What follows belongs to an exercise in optimizing a design on an open flow for small area; a production flow would make more cautious choices. Where RTL was checked, it was by simulation tests only, not by an equivalence proof against the original. Power figures rest on the tool's default switching activity, not on a simulated workload. The clock port is modelled as an ideal driver; clocking choices that lean on that would not hold on a real chip.

==> flow/design.v (excerpt) <==
module spk_out (
    input  wire         clk,
    input  wire         rst_n,
    input  wire         soma_fire,
    input  wire [23:0]  neuron_id,
    input  wire         config_we,
    input  wire [58:0]  config_flit,
    output logic        config_full,
    input  wire         credit_in,
    output logic        flit_out_wr,
    output logic [58:0] flit_out,
    input  wire         dst_we,
    input  wire [3:0]   dst_waddr,
    input  wire [20:0]  dst_wdata,
    input  wire         dst_re,
    input  wire [3:0]   dst_raddr,
    output logic [20:0] dst_rdata
);
export LEC_CHECK = 0
export CAP_MARGIN = 20
export CORE_MARGIN = 2
export CORE_UTILIZATION = 60
export CTS_BUF_LIST = sky130_fd_sc_hd__clkbuf_16
export CTS_CLUSTER_DIAMETER = 80
export CTS_CLUSTER_SIZE = 30
export SLEW_MARGIN = 20
create_clock -name core_clock -period 5.0 [get_ports {clk}]
run.sh (not shown) runs the stock make flow with config.mk's settings and CLKGATE_MAP_FILE= SYNTH_SCRIPT=/design/flow/synth_recipe.tcl, a recipe that flattens the netlist after the stock synthesis.
The starting point ran to the end with no violations.
Then changed:
Settings changed: CTS_BUF_LIST sky130_fd_sc_hd__clkbuf_16 to sky130_fd_sc_hd__clkbuf_8, CTS_CLUSTER_DIAMETER 80 to 60, CTS_CLUSTER_SIZE 30 to 20.
The new run produced a clean layout; sequential share of layout area is about the same; core utilization hardly moves; setup slack improves by 0.12 ns; final area stays flat; global-route usage grows by 0.22 points; combinational power hardly moves; wire length went up slightly; sequential cell count stays the same; count of clock-buffer cells in the layout rises by 28; area after synthesis stays the same.
Then changed:
==> flow/flow/run.sh (new file) <==
#!/bin/bash
# Standard ORFS layout with two changes: ports are buffered with the
# smallest buffer (buf_1), and clock tree synthesis uses large sink clusters
# of clkbuf_16 leaf buffers without dummy loads.
set -euo pipefail
export BUFFER_PORTS_ARGS="-buffer_cell sky130_fd_sc_hd__buf_1"
export CTS_ARGS="-sink_clustering_enable -repair_clock_nets -dont_use_dummy_load -buf_list sky130_fd_sc_hd__clkbuf_16 -sink_clustering_size 30 -sink_clustering_max_diameter 80"
bash standard.sh > make_finish.log 2>&1
==> flow/standard.sh (new file) <==
#!/bin/bash
# synth_recipe.tcl (not shown) runs the flow's synth.tcl, then flattens the netlist and writes it again
# the make line also repeats each setting of config.mk as NAME=value (left out here)
make -C /OpenROAD-flow-scripts/flow DESIGN_CONFIG=/design/flow/config.mk WORK_HOME=/design/flow/orfs CLKGATE_MAP_FILE= SYNTH_SCRIPT=/design/flow/synth_recipe.tcl "${@:-finish}"
Settings changed: CTS_BUF_LIST sky130_fd_sc_hd__clkbuf_8 to unset, CTS_CLUSTER_DIAMETER 60 to unset, CTS_CLUSTER_SIZE 20 to unset.
removed: flow/run.sh
What happened:
- The new run completed without violations
- area after synthesis stays the same
- register-to-register slack barely changes
- setup slack improved by 0.38 ns
- fmax is higher by 8.8%
- wire length decreases by about 2.3%
- total power drops by 3.7%
- via count fell by 1.3%
- combinational power decreases by 15%
- first-iteration DRC count increases by about 8%
- die area does not change
- utilization fell by 2.3 points
Then changed:
--- a/flow/flow/run.sh
+++ b/flow/flow/run.sh
@@ -7 +7,2 @@
-export CTS_ARGS="-sink_clustering_enable -repair_clock_nets -dont_use_dummy_load -buf_list sky130_fd_sc_hd__clkbuf_16 -sink_clustering_size 30 -sink_clustering_max_diameter 80"
+export REMOVE_ABC_BUFFERS=1
+export CTS_ARGS="-sink_clustering_enable -repair_clock_nets -dont_use_dummy_load -buf_list sky130_fd_sc_hd__clkbuf_8 -sink_clustering_size 20 -sink_clustering_max_diameter 60"
The changed run finished clean; routed wire length increases by about 2.4%; area after synthesis does not change; combinational power went down by about 1%; utilization decreases by 0.38 points; clock skew hardly moves; setup slack gets worse by 0.18 ns; count of clock-buffer cells in the layout rose by 28; total power goes down by 1.4%; hold slack loses 0.059 ns.
Then changed:
--- a/flow/flow/run.sh
+++ b/flow/flow/run.sh
@@ -8 +8 @@
-export CTS_ARGS="-sink_clustering_enable -repair_clock_nets -dont_use_dummy_load -buf_list sky130_fd_sc_hd__clkbuf_8 -sink_clustering_size 20 -sink_clustering_max_diameter 60"
+export CTS_ARGS="-sink_clustering_enable -repair_clock_nets -dont_use_dummy_load -buf_list sky130_fd_sc_hd__clkbuf_16 -sink_clustering_size 30 -sink_clustering_max_diameter 80"
After rerunning:
- The new run ran to the end with no violations
- critical path depth is unchanged
- fmax goes up by 0.87%
- register-to-register slack is better by 0.07 ns
- routed wire length falls by 0.60%
- clock skew goes down by 0.015 ns
- count of clock-buffer cells in the layout decreases by 27
- design area came out higher by 0.39%
- total power grows by 1.4%
- combinational power hardly moves
No run of this note included a check of the RTL's function; only the layout flow was run.

* * *

The RTL this note starts from:
==> flow/design.v <==
`default_nettype none
package spk_out_pkg;
    localparam int FLIT_W      = 59;
    localparam int TYPE_W      = 3;
    localparam int ROUTE_W     = 21;
    localparam int TYPE_MSB    = 58;
    localparam int ROUTE_MSB   = 55;
    localparam int ROUTE_LSB   = 35;
    localparam int NEURON_ID_W = 24;
    localparam int CONT_BIT = 0;
    localparam int DST_ADDR_W = 4;
    localparam int DST_DEPTH  = 16;
    localparam int FIFO_ADDR_W = 4;
    localparam int FIFO_DEPTH  = 16;
    localparam int FIFO_AFULL  = 15;
    localparam int CREDIT_W   = 4;
    localparam int CREDIT_MAX = 15;
    typedef logic [FLIT_W-1:0]      flit_t;
    typedef logic [TYPE_W-1:0]      flit_type_t;
    typedef logic [ROUTE_W-1:0]     route_t;
    typedef logic [NEURON_ID_W-1:0] neuron_id_t;
    typedef logic [DST_ADDR_W-1:0]  dst_addr_t;
    typedef logic [FIFO_ADDR_W-1:0] fifo_addr_t;
    typedef logic [CREDIT_W-1:0]    credit_t;
    localparam flit_type_t SPIKE    = 3'b000;
    localparam flit_type_t DATA     = 3'b001;
    localparam flit_type_t DATA_END = 3'b010;
    localparam flit_type_t WRITE    = 3'b110;
    localparam flit_type_t READ     = 3'b111;
    typedef enum logic [1:0] {
        S_IDLE,
        S_WAIT,
        S_SEND
    } send_state_t;
endpackage
`default_nettype wire
`timescale 1ns/1ns
`default_nettype none
module spk_out (
    input  wire         clk,
    input  wire         rst_n,
    input  wire         soma_fire,
    input  wire [23:0]  neuron_id,
    input  wire         config_we,
    input  wire [58:0]  config_flit,
    output logic        config_full,
    input  wire         credit_in,
    output logic        flit_out_wr,
    output logic [58:0] flit_out,
    input  wire         dst_we,
    input  wire [3:0]   dst_waddr,
    input  wire [20:0]  dst_wdata,
    input  wire         dst_re,
    input  wire [3:0]   dst_raddr,
    output logic [20:0] dst_rdata
);
    localparam int N = 15;    
    localparam int W = 57;    
    logic [20:0] tbl [0:15];
    logic [3:0]  taddr;       
    always_ff @(posedge clk) begin
        if (dst_we) tbl[dst_waddr] <= dst_wdata;
    end
    logic [15:0] tsel;
    logic        rsel;
    logic [20:0] rd_or;
    always_comb begin
        rd_or = rsel ? q[N-1][55:35] : 21'b0;
        for (int i = 0; i < 16; i++) begin
            tsel[i] = (taddr == 4'(i)) && !rsel;
            rd_or   = rd_or | (tsel[i] ? tbl[i] : 21'b0);
        end
    end
    assign dst_rdata = rd_or;
    logic [W-1:0] q   [0:N-1];
    logic [N-1:0] v;
    logic [N:0]   rdy;        
    logic         push;
    logic         pop;
    logic [W-1:0] din;
    logic         cfg_read;
    assign push     = soma_fire || config_we;
    assign cfg_read = (config_flit[58:56] == 3'b111);
    always_comb begin
        din[56]    = !soma_fire && cfg_read;
        din[55:38] = config_flit[55:38];
        din[37:35] = soma_fire ? 3'b000 :
                     (cfg_read ? config_flit[37:35] : config_flit[58:56]);
        din[34:24] = soma_fire ? 11'b0 : config_flit[34:24];
        din[23:0]  = soma_fire ? neuron_id : config_flit[23:0];
    end
    always_comb begin
        rdy[N] = done;
        for (int i = N - 1; i >= 0; i--) rdy[i] = !v[i] || rdy[i+1];
    end
    always_ff @(posedge clk) begin
        if (rdy[0]) q[0] <= din;
        for (int i = 1; i < N; i++) begin
            if (rdy[i]) q[i] <= q[i-1];
        end
    end
    always_ff @(posedge clk or negedge rst_n) begin
        if (!rst_n) begin
            v <= '0;
        end else begin
            if (rdy[0]) v[0] <= push;
            for (int i = 1; i < N; i++) begin
                if (rdy[i]) v[i] <= v[i-1];
            end
        end
    end
    logic done;
    assign config_full = &v && !done;
    logic [W-1:0] head;
    logic [3:0]   owed;       
    logic         head_read;
    logic [20:0]  route;
    assign head      = q[N-1];
    assign head_read = head[56];
    assign route     = dst_rdata;
    assign rsel      = v[N-1] && head_read;
    assign flit_out_wr = v[N-1] && !done && (owed != 4'd15);
    assign flit_out    = {head_read ? 3'b111 : head[37:35],
                          route,
                          head[34:0]};
    assign pop         = flit_out_wr && (head_read || !route[0]);
    always_ff @(posedge clk or negedge rst_n) begin
        if (!rst_n) begin
            taddr <= 4'd0;
        end else if (dst_re) begin
            taddr <= dst_raddr;
        end else if (pop || done || !v[N-1]) begin
            taddr <= 4'd0;
        end else if (flit_out_wr) begin
            taddr <= taddr + 4'd1;
        end
    end
    always_ff @(posedge clk or negedge rst_n) begin
        if (!rst_n) begin
            done <= 1'b0;
        end else begin
            done <= pop;
        end
    end
    always_ff @(posedge clk or negedge rst_n) begin
        if (!rst_n) begin
            owed <= 4'd0;
        end else if (credit_in && !flit_out_wr) begin
            owed <= owed - 4'd1;
        end else if (!credit_in && flit_out_wr) begin
            owed <= owed + 4'd1;
        end
    end
endmodule
`default_nettype wire
clock: 5.0 ns
lec_check: 0
cap_margin: 20
core_margin: 2
core_utilization: 75
slew_margin: 20
standard.sh (not shown) runs the stock make flow with config.mk's settings and CLKGATE_MAP_FILE= SYNTH_SCRIPT=/design/flow/synth_recipe.tcl, a recipe that flattens the netlist after the stock synthesis.
==> flow/flow/run.sh <==
#!/bin/bash
# Standard ORFS layout (standard.sh, unchanged synthesis, floorplan, power
# grid and routing) with three settings changed:
#  - ports are buffered with the smallest buffer, buf_1;
#  - buffers that abc inserted during synthesis are removed at floorplan,
#    so repair_design sizes the fanout buffering itself;
#  - clock tree synthesis uses clkbuf_8 with sink clusters of up to 20
#    flip-flops and no dummy loads.
# make's full output goes to make_finish.log; ORFS writes each step's log
# under orfs/logs.
set -euo pipefail
export BUFFER_PORTS_ARGS="-buffer_cell sky130_fd_sc_hd__buf_1"
export REMOVE_ABC_BUFFERS=1
export CTS_ARGS="-sink_clustering_enable -repair_clock_nets -dont_use_dummy_load -buf_list sky130_fd_sc_hd__clkbuf_8 -sink_clustering_size 20 -sink_clustering_max_diameter 60"
bash standard.sh > make_finish.log 2>&1
Change:
--- a/flow/flow/run.sh
+++ b/flow/flow/run.sh
@@ -13,3 +13,3 @@
 export REMOVE_ABC_BUFFERS=1
-export CTS_ARGS="-sink_clustering_enable -repair_clock_nets -dont_use_dummy_load -buf_list sky130_fd_sc_hd__clkbuf_8 -sink_clustering_size 20 -sink_clustering_max_diameter 60"
+export CTS_ARGS="-sink_clustering_enable -repair_clock_nets -dont_use_dummy_load -buf_list sky130_fd_sc_hd__clkbuf_8 -sink_clustering_size 24 -sink_clustering_max_diameter 50"
 bash standard.sh > make_finish.log 2>&1
--- a/flow/config.mk
+++ b/flow/config.mk
@@ -7,5 +7,5 @@
 export LEC_CHECK = 0
-export CAP_MARGIN = 20
+export CAP_MARGIN = 10
 export CORE_MARGIN = 2
-export CORE_UTILIZATION = 75
-export SLEW_MARGIN = 20
+export CORE_UTILIZATION = 70
+export SLEW_MARGIN = 10
Global-route usage goes down by 2.5 points.
Maximum frequency goes up by a few percent.
Setup slack gains 0.16 ns.
Clock skew climbs by 0.0058 ns.
Total power stays flat.
Clock-buffer cell count rises by 5.
Core utilization fell by 5.2 points.
Cell count went up by a few percent.
Change:
--- a/flow/flow/run.sh
+++ b/flow/flow/run.sh
@@ -13,3 +13,3 @@
 export REMOVE_ABC_BUFFERS=1
-export CTS_ARGS="-sink_clustering_enable -repair_clock_nets -dont_use_dummy_load -buf_list sky130_fd_sc_hd__clkbuf_8 -sink_clustering_size 24 -sink_clustering_max_diameter 50"
+export CTS_ARGS="-sink_clustering_enable -repair_clock_nets -dont_use_dummy_load -buf_list sky130_fd_sc_hd__clkbuf_8 -sink_clustering_size 20 -sink_clustering_max_diameter 60"
 bash standard.sh > make_finish.log 2>&1
--- a/flow/config.mk
+++ b/flow/config.mk
@@ -7,5 +7,7 @@
 export LEC_CHECK = 0
-export CAP_MARGIN = 10
+export CAP_MARGIN = 20
 export CORE_MARGIN = 2
 export CORE_UTILIZATION = 70
-export SLEW_MARGIN = 10
+export GPL_ROUTABILITY_DRIVEN = 0
+export GPL_TIMING_DRIVEN = 0
+export SLEW_MARGIN = 20
What happened: The new run finished with timing, DRC and antenna clean. Setup slack is worse by 0.18 ns. Clock power shrinks by about 2%. Clock-buffer cell count shrinks by 5. Global-route usage grows by 0.87 points. Clock skew shrinks by 0.018 ns. Synthesized cell count does not change. Register-to-register slack is worse by 0.23 ns. Design area grows by 2.2%. Worst hold slack is better by 0.023 ns.

## port drivers added, routing unchanged
The results above use ideal ports. As a check the final layouts listed here were re-extracted and re-timed, cells and wires unchanged.
Step 1 sets driving cells, clkbuf_16 on the clock port and buf_2 on the other inputs (assumed; they add their load-dependent delay and slew).
Step 2 times the ports against the registers' clock, not the clock port: input delays grow and output delays shrink by t, the midpoint of the rising clock arrivals with the driver on.
Slacks: ideal / step 1 / step 2; pairs: ideal / step 1.
run	t, ns	slack for setup (ns)	hold slack, ns	clock arrival spread, ns	pins driven straight from the clock port
the first run of note 1	0.681	0.154 / 0.091 / 0.773	0.348 / 0.307 / 0.416	0.025 / 0.025	1
the second run of note 1	0.734	0.271 / 0.213 / 0.948	0.287 / 0.252 / 0.413	0.041 / 0.041	1
the third run of note 1	0.666	0.653 / 0.590 / 1.256	0.350 / 0.314 / 0.405	0.054 / 0.054	1
the fourth run of note 1	0.720	0.478 / 0.415 / 1.096	0.290 / 0.254 / 0.380	0.054 / 0.054	1
the fifth run of note 1	0.665	0.517 / 0.452 / 1.118	0.351 / 0.313 / 0.419	0.045 / 0.045	1
the first run of note 2	0.726	0.443 / 0.381 / 1.107	0.296 / 0.257 / 0.392	0.064 / 0.063	1
the second run of note 2	0.705	0.598 / 0.537 / 1.242	0.277 / 0.239 / 0.371	0.076 / 0.077	1
the third run of note 2	0.722	0.422 / 0.362 / 1.084	0.301 / 0.261 / 0.404	0.044 / 0.044	1
After both steps setup and hold are still met in every run listed.
